This is an optimization exercise on Yosys and OpenROAD, whose aim is small area, not a production implementation.
Function was checked by simulation only, so behaviour that the tests miss may differ from the original.
No driver is modelled on the clock port, so clocking that relies on it looks cheaper here than on a real chip.
Power figures rest on the tool's default switching activity, not on a simulated workload.

## game_of_life_20
module game_of_life_20 (
  input  logic       clk,
  input  logic       rst,
  input  logic       load,
  input  logic       wr_en,
  input  logic [4:0] wr_row,
  input  logic [19:0] wr_data,
  output logic       hsync_out,
  output logic       vsync_out,
  output logic [3:0] red,
  output logic [3:0] green,
  output logic [3:0] blue
);
export LEC_CHECK = 0
export CAP_MARGIN = 20
export CORE_MARGIN = 2
export CORE_UTILIZATION = 75
export PLACE_DENSITY = 0.85
export SLEW_MARGIN = 20
export SYNTH_HIERARCHICAL = 1
export SYNTH_MINIMUM_KEEP_SIZE = 0
create_clock -name core_clock -period 10.0 [get_ports {clk}]
standard.sh (not shown) runs the stock make flow with config.mk's settings and CLKGATE_MAP_FILE= SYNTH_SCRIPT=/design/flow/synth_recipe.tcl, a recipe that flattens the netlist after the stock synthesis.
==> flow/flow/run.sh <==
#!/bin/bash
# Layout: the standard flow (standard.sh, standard synthesis included) with
# three changes: the clock tree gets no dummy loads added for balancing, each
# port's buffer is the smallest buffer cell, and between clock tree synthesis
# and routing flow/recover.tcl downsizes cells where timing and slew allow.
# Each tool's output goes to a log of its own here: standard_cts.log (make up
# to the clock tree), recover.log (the resizing step), standard.log (make
# from routing to the end); ORFS keeps each step's log under orfs/logs/.
set -euo pipefail
export BUFFER_PORTS_ARGS="-buffer_cell sky130_fd_sc_hd__buf_1"
export CTS_ARGS="-sink_clustering_enable -repair_clock_nets -dont_use_dummy_load -sink_clustering_size 10 -sink_clustering_max_diameter 35 -buf_list sky130_fd_sc_hd__clkbuf_4"
bash standard.sh cts > standard_cts.log 2>&1
RESULTS=$PWD/orfs/results/sky130hd/game_of_life_20/base openroad -no_init -exit flow/recover.tcl > recover.log 2>&1
bash standard.sh > standard.log 2>&1
==> flow/flow/recover.tcl <==
# Between clock tree synthesis and routing: give back area on paths with
# timing slack (OpenROAD's power recovery downsizes cells there), then
# downsize each remaining logic cell as far as its output slew (at most
# 1 ns, against the library's 1.5 ns) and the setup slack (above 1 ns)
# allow, then repair any max slew or capacitance violation that leaves and
# legalise placement.
set results $::env(RESULTS)
set platform $::env(FLOW_HOME)/platforms/sky130hd
read_db $results/4_cts.odb
read_liberty $platform/lib/sky130_fd_sc_hd__tt_025C_1v80.lib
read_sdc $results/4_cts.sdc
source $platform/setRC.tcl
set_dont_use [get_lib_cells {sky130_fd_sc_hd__probe_p_8 sky130_fd_sc_hd__probec_p_8 sky130_fd_sc_hd__lpflow_*}]
set_propagated_clock [all_clocks]
estimate_parasitics -placement
proc core_area {} {
  set a 0
  foreach inst [[ord::get_db_block] getInsts] {
    set m [$inst getMaster]
    if {[$m getType] eq "CORE"} { set a [expr {$a + [$m getWidth] * [$m getHeight]}] }
  }
  return [expr {$a / 1e6}]
}
puts "recover: before area [core_area] setup [worst_slack -max] hold [worst_slack -min]"
repair_timing -recover_power 100 -verbose
estimate_parasitics -placement
repair_design -slew_margin 20 -cap_margin 20 -verbose
estimate_parasitics -placement
puts "recover: after area [core_area] setup [worst_slack -max] hold [worst_slack -min]"
# Downsize logic cells (not registers or clock buffers) to the smallest size
# that keeps the output pin's slew at most 1 ns, no slew or capacitance
# violation anywhere, and the setup slack above 1 ns.
proc out_ok {inst} {
  foreach pin [get_pins -of_objects $inst -filter "direction==output"] {
    foreach e {rise fall} {
      set s [get_property $pin slew_max_$e]
      if {$s > 1.0} { return 0 }
    }
  }
  return 1
}
set ndown 0
foreach inst [get_cells *] {
  set ref [get_property $inst ref_name]
  if {![regexp {^(sky130_fd_sc_hd__[a-z0-9]+)_([0-9]+)$} $ref -> base drive]} continue
  if {$drive <= 1} continue
  if {[regexp {df|dl|clkbuf|clkinv|conb|tap|fill|decap|diode} $base]} continue
  set done 0
  foreach d {0 1 2 4 6 8} {
    if {$d >= $drive || $done} continue
    set cand ${base}_$d
    if {[llength [get_lib_cells -quiet $cand]] == 0} continue
    if {[string match "*lpflow*" $cand] || [string match "*probe*" $cand]} continue
    replace_cell $inst $cand
    estimate_parasitics -placement
    if {[out_ok $inst] && [worst_slack -max] > 1.0 && [sta::max_slew_violation_count] == 0 && [sta::max_capacitance_violation_count] == 0} {
      set done 1; incr ndown
    } else {
      replace_cell $inst $ref
      estimate_parasitics -placement
    }
  }
}
puts "down: resized $ndown, area [core_area] setup [worst_slack -max] hold [worst_slack -min]"
repair_design -slew_margin 20 -cap_margin 20 -verbose
estimate_parasitics -placement
puts "recover: after downsizing area [core_area] setup [worst_slack -max] hold [worst_slack -min]"
detailed_placement
check_placement -verbose
estimate_parasitics -placement
repair_timing -setup_margin 0 -hold_margin 0
puts "recover: final area [core_area] setup [worst_slack -max] hold [worst_slack -min]"
report_check_types -max_slew -max_capacitance -violators
write_db $results/4_cts.odb
==> next run, changes <==
--- a/flow/flow/run.sh
+++ b/flow/flow/run.sh
@@ -3,5 +3,5 @@
 # three changes: the clock tree gets no dummy loads added for balancing, each
 # port's buffer is the smallest buffer cell, and between clock tree synthesis
-# and routing flow/recover.tcl downsizes cells where timing and slew allow.
+# and routing flow/recover.tcl downsizes cells on paths with timing slack.
 # Each tool's output goes to a log of its own here: standard_cts.log (make up
 # to the clock tree), recover.log (the resizing step), standard.log (make
--- a/flow/flow/recover.tcl
+++ b/flow/flow/recover.tcl
@@ -29,6 +29,6 @@
 puts "recover: after area [core_area] setup [worst_slack -max] hold [worst_slack -min]"
 # Downsize logic cells (not registers or clock buffers) to the smallest size
-# that keeps the output pin's slew at most 1 ns, no slew or capacitance
-# violation anywhere, and the setup slack above 1 ns.
+# that keeps the output pin's slew and load within 80% of the library limits
+# and the setup slack above 1 ns.
 proc out_ok {inst} {
   foreach pin [get_pins -of_objects $inst -filter "direction==output"] {
Effect: Core utilization is unchanged; setup slack does not change; routed wire length is unchanged; first-iteration DRC count does not change; clock-buffer cell count stays the same; cell area does not change; power stays the same; hold slack does not change.
==> next run, changes <==
--- a/flow/flow/run.sh
+++ b/flow/flow/run.sh
@@ -3,5 +3,5 @@
 # three changes: the clock tree gets no dummy loads added for balancing, each
 # port's buffer is the smallest buffer cell, and between clock tree synthesis
-# and routing flow/recover.tcl downsizes cells on paths with timing slack.
+# and routing flow/recover.tcl downsizes cells where timing and slew allow.
 # Each tool's output goes to a log of its own here: standard_cts.log (make up
 # to the clock tree), recover.log (the resizing step), standard.log (make
--- a/flow/flow/recover.tcl
+++ b/flow/flow/recover.tcl
@@ -3,5 +3,6 @@
 # downsize each remaining logic cell as far as its output slew (at most
 # 1 ns, against the library's 1.5 ns) and the setup slack (above 1 ns)
-# allow, then repair any max slew or capacitance violation that leaves and
+# allow, and each clock buffer as far as the clock slew at the flip-flops
+# allows; then repair any max slew or capacitance violation that leaves and
 # legalise placement.
 set results $::env(RESULTS)
@@ -29,6 +30,6 @@
 puts "recover: after area [core_area] setup [worst_slack -max] hold [worst_slack -min]"
 # Downsize logic cells (not registers or clock buffers) to the smallest size
-# that keeps the output pin's slew and load within 80% of the library limits
-# and the setup slack above 1 ns.
+# that keeps the output pin's slew at most 1 ns, no slew or capacitance
+# violation anywhere, and the setup slack above 1 ns.
 proc out_ok {inst} {
   foreach pin [get_pins -of_objects $inst -filter "direction==output"] {
@@ -63,4 +64,31 @@
 }
 puts "down: resized $ndown, area [core_area] setup [worst_slack -max] hold [worst_slack -min]"
+proc clk_pin_slew_max {} {
+  set mx 0
+  foreach pin [all_registers -clock_pins -edge_triggered] {
+    foreach e {rise fall} { foreach a {min max} {
+      set s [get_property $pin slew_${a}_$e]
+      if {$s > $mx} { set mx $s }
+    } }
+  }
+  return $mx
+}
+set lim 0.110
+set nclk 0
+puts "clkdown: start clock pin slew [clk_pin_slew_max]"
+foreach inst [get_cells -filter "ref_name=~sky130_fd_sc_hd__clkbuf_*"] {
+  set ref [get_property $inst ref_name]
+  set smaller [dict get {sky130_fd_sc_hd__clkbuf_16 sky130_fd_sc_hd__clkbuf_8 sky130_fd_sc_hd__clkbuf_8 sky130_fd_sc_hd__clkbuf_4 sky130_fd_sc_hd__clkbuf_4 sky130_fd_sc_hd__clkbuf_2 sky130_fd_sc_hd__clkbuf_2 sky130_fd_sc_hd__clkbuf_1 sky130_fd_sc_hd__clkbuf_1 none} $ref]
+  if {$smaller eq "none"} continue
+  replace_cell $inst $smaller
+  estimate_parasitics -placement
+  if {[clk_pin_slew_max] <= $lim && [worst_slack -min] > 0.05 && [sta::max_slew_violation_count] == 0} {
+    incr nclk
+  } else {
+    replace_cell $inst $ref
+    estimate_parasitics -placement
+  }
+}
+puts "clkdown: resized $nclk, clock pin slew [clk_pin_slew_max], area [core_area] setup [worst_slack -max] hold [worst_slack -min]"
 repair_design -slew_margin 20 -cap_margin 20 -verbose
 estimate_parasitics -placement
The new run finished clean.
Count of clock-buffer cells in the layout is unchanged.
Setup slack improves by 0.24 ns.
Synthesized cell count stays the same.
Combinational power stays flat.
Power goes down by 0.57%.
Non-clock buffer count goes up by 4.
Cell count barely changes.
Utilization hardly moves.
Design area barely changes.
Critical path depth stays the same.
First-iteration DRC count goes down by 11%.

[afterwards: timing with drivers on the ports]
The results above use ideal ports. As a check the final layouts listed here were re-extracted and re-timed, cells and wires unchanged. Step 1 assumes that a clkbuf_16 drives the clock port and a buf_2 every other input. Step 2 adds t to the input delays and takes it off the output delays; t is the mean of the earliest and latest rising clock arrival at the registers after step 1. Input paths then give back, and output paths get back, about the clock's delay inside the block. a / b / c = no drivers / after step 1 / after step 2; a / b = the first two.
| run | t, ns | setup WS [ns] | pins driven straight from the clock port |
|---|---|---|---|
| the first run | 0.857 | 3.904 / 3.935 / 3.079 | 1 |
| the second run | 0.857 | 3.904 / 3.935 / 3.079 | 1 |
| the third run | 1.074 | 4.148 / 4.177 / 3.104 | 1 |
After both steps every run listed still meets setup and hold. The setup slack of the third run, which loses most, moves by +0.029 ns with the drivers and by -1.044 ns with both steps.
